Background: an optimization exercise with open tools, aiming at small area and a short achievable clock period. Do not read the settings as production practice.
Only simulation tests tie the RTL to the original design; equivalence was not proved.
Power is estimated from default activity; no workload was simulated.

main:
==> flow/design.v <==
module wb_trace_fifo #(
  parameter int XLEN  = 32,
  parameter int DEPTH = 16,
  parameter int CNT_W = 32
) (
  input  logic                     clk,
  input  logic                     rst_n,
  input  logic                     wb_have_inst,
  input  logic [XLEN-1:0]          wb_pc,
  input  logic                     wb_ena,
  input  logic [4:0]               wb_reg,
  input  logic [XLEN-1:0]          wb_value,
  input  logic [1:0]               trace_mode,
  input  logic                     flush,
  input  logic                     clr_ovf,
  output logic                     out_valid,
  input  logic                     out_ready,
  output logic [CNT_W-1:0]         out_seq,
  output logic [XLEN-1:0]          out_pc,
  output logic                     out_ena,
  output logic [4:0]               out_reg,
  output logic [XLEN-1:0]          out_value,
  output logic [$clog2(DEPTH):0]   level,
  output logic                     overflow,
  output logic [CNT_W-1:0]         drop_cnt,
  output logic [CNT_W-1:0]         retired
);
  localparam int AW = $clog2(DEPTH);
  localparam int EW = CNT_W + XLEN + 1 + 5 + XLEN;
  localparam int SD = DEPTH - 1;           
  logic [EW-1:0] mem [SD];
  logic [EW-1:0] hd;
  logic [EW-1:0] din;
  logic [EW-1:0] rdata;
  logic [SD-1:0] wr_oh;
  logic [SD-1:0] rd_oh;
  logic qual, full, pop, push, drop;
  logic le1;                               
  logic st_push, st_pop;
  always_comb begin
    qual = 1'b0;
    case (trace_mode)
      2'd1:    qual = wb_have_inst;
      2'd2:    qual = wb_have_inst & wb_ena;
      2'd3:    qual = wb_have_inst & wb_ena & (wb_reg != 5'd0);
      default: qual = 1'b0;
    endcase
  end
  assign full = level[AW];
  assign pop  = out_valid & out_ready & ~flush;
  assign push = qual & (~full | pop) & ~flush;
  assign drop = qual & ~push & ~flush;
  assign din = {retired, wb_pc, wb_ena, wb_reg, wb_value};
  assign st_push = push & ~(~out_valid | (le1 & pop));
  assign st_pop  = pop & ~le1;
  always_ff @(posedge clk or negedge rst_n) begin
    if (!rst_n) begin
      level     <= '0;
      out_valid <= 1'b0;
      le1       <= 1'b1;
      wr_oh     <= {{(SD-1){1'b0}}, 1'b1};
      rd_oh     <= {{(SD-1){1'b0}}, 1'b1};
    end else if (flush) begin
      level     <= '0;
      out_valid <= 1'b0;
      le1       <= 1'b1;
      wr_oh     <= {{(SD-1){1'b0}}, 1'b1};
      rd_oh     <= {{(SD-1){1'b0}}, 1'b1};
    end else begin
      if (push & ~pop) begin
        level     <= level + 1'b1;
        out_valid <= 1'b1;
        le1       <= ~out_valid;
      end else if (pop & ~push) begin
        level     <= level - 1'b1;
        out_valid <= (level != 5'd1);
        le1       <= (level <= 5'd2);
      end
      if (st_push) wr_oh <= {wr_oh[SD-2:0], wr_oh[SD-1]};
      if (st_pop)  rd_oh <= {rd_oh[SD-2:0], rd_oh[SD-1]};
    end
  end
  always_ff @(posedge clk) begin
    for (int i = 0; i < SD; i++) begin
      if (wr_oh[i] & (~full | out_ready)) mem[i] <= din;
    end
  end
  always_comb begin
    rdata = '0;
    for (int i = 0; i < SD; i++) begin
      rdata = rdata | ({EW{rd_oh[i]}} & mem[i]);
    end
  end
  always_ff @(posedge clk) begin
    if (~out_valid | out_ready) hd <= le1 ? din : rdata;
  end
  assign {out_seq, out_pc, out_ena, out_reg, out_value} = hd;
  always_ff @(posedge clk or negedge rst_n) begin
    if (!rst_n) begin
      retired <= '0;
    end else if (wb_have_inst) begin
      retired <= retired + 1'b1;
    end
  end
  always_ff @(posedge clk or negedge rst_n) begin
    if (!rst_n) begin
      overflow <= 1'b0;
      drop_cnt <= '0;
    end else if (clr_ovf) begin
      overflow <= drop;
      drop_cnt <= drop ? {{(CNT_W-1){1'b0}}, 1'b1} : '0;
    end else if (drop) begin
      overflow <= 1'b1;
      if (drop_cnt != '1) drop_cnt <= drop_cnt + 1'b1;
    end
  end
endmodule
==> flow/config.mk <==
export PLATFORM = sky130hd
export DESIGN_NAME = wb_trace_fifo
export DESIGN_NICKNAME = wb_trace_fifo
export VERILOG_FILES = /design/flow/design.v
export SDC_FILE = /design/flow/constraint.sdc
export NUM_CORES = 4
export LEC_CHECK = 0
export CAP_MARGIN = 20
export CORE_MARGIN = 2
export CORE_UTILIZATION = 40
export SLEW_MARGIN = 20
==> flow/constraint.sdc <==
create_clock -name core_clock -period 4.5 [get_ports {clk}]
set_input_delay 0.9000 -clock core_clock [delete_from_list [all_inputs] [get_ports {clk}]]
set_output_delay 0.9000 -clock core_clock [all_outputs]
set_load 0.01 [all_outputs]
run.sh (not shown) runs the stock make flow with config.mk's settings and CLKGATE_MAP_FILE= SYNTH_SCRIPT=/design/flow/synth_recipe.tcl, a recipe that flattens the netlist after the stock synthesis.
## Diff of input files: the feature branch against main
# main
export LEC_CHECK = 0
export CAP_MARGIN = 20
export CORE_MARGIN = 2
export CORE_UTILIZATION = 40
export SLEW_MARGIN = 20
create_clock -name core_clock -period 4.5 [get_ports {clk}]
# the feature branch
export LEC_CHECK = 0
export CAP_MARGIN = 20
export CORE_MARGIN = 2
export CORE_UTILIZATION = 40
export SETUP_SLACK_MARGIN = 2.0
export SLEW_MARGIN = 20
create_clock -name core_clock -period 4.5 [get_ports {clk}]
==> comparison <==
- Diff main -> the feature branch: register area did not really move, post-route fraction of the period consumed by the critical path went down.
- Number of ordinary and repair buffers in the finished layout grows by more than a quarter when moving from main to the feature branch.
- Taking main as the reference, in the feature branch inverter count of the layout excluding clock inverters now sits at about the same level; wire length of the first global-routing pass rose by 5.7%.
- Re post-route cell area: main was lower than the feature branch.
- Combinational group share of total power, the feature branch and main, lower one = main.
- The feature branch against main: routed wire length per instance shows an increase of 7.0%; multi-input combinational area share shows no meaningful change; number of antenna violations at the first check in global routing shows an increase of 4.
- Compared main against the feature branch; share of async-settable or async-resettable flops after synthesis within noise.

afterwards: timing with drivers on the ports:
Ports are ideal in the flow. The routed layouts listed here were re-timed in OpenROAD. Step 1, drivers: a clkbuf_16 drives clk and a buf_2 each remaining input, both assumed. Step 2 moves the port delays by t, midway between the first and last clock arrival at a register: inputs arrive t later, outputs are due t later. That takes back most of the time a late clock gives input paths. Three values: no drivers, after step 1, after step 2; two values: the first two.
run	shift t [ns]	setup WS [ns]	worst setup path at the end	worst register clock-pin slew, ns	worst slew at a driven data input, ns
main	0.878	1.075 / 0.999 / 0.637	input to register	0.06 / 0.06	0.12
the feature branch	0.893	1.889 / 1.804 / 1.115	input to register	0.06 / 0.06	0.20
After both steps setup and hold are still met in every run listed. For the feature branch, which loses most, drivers alone change the setup slack by -0.085 ns; drivers and shift together by -0.774 ns.
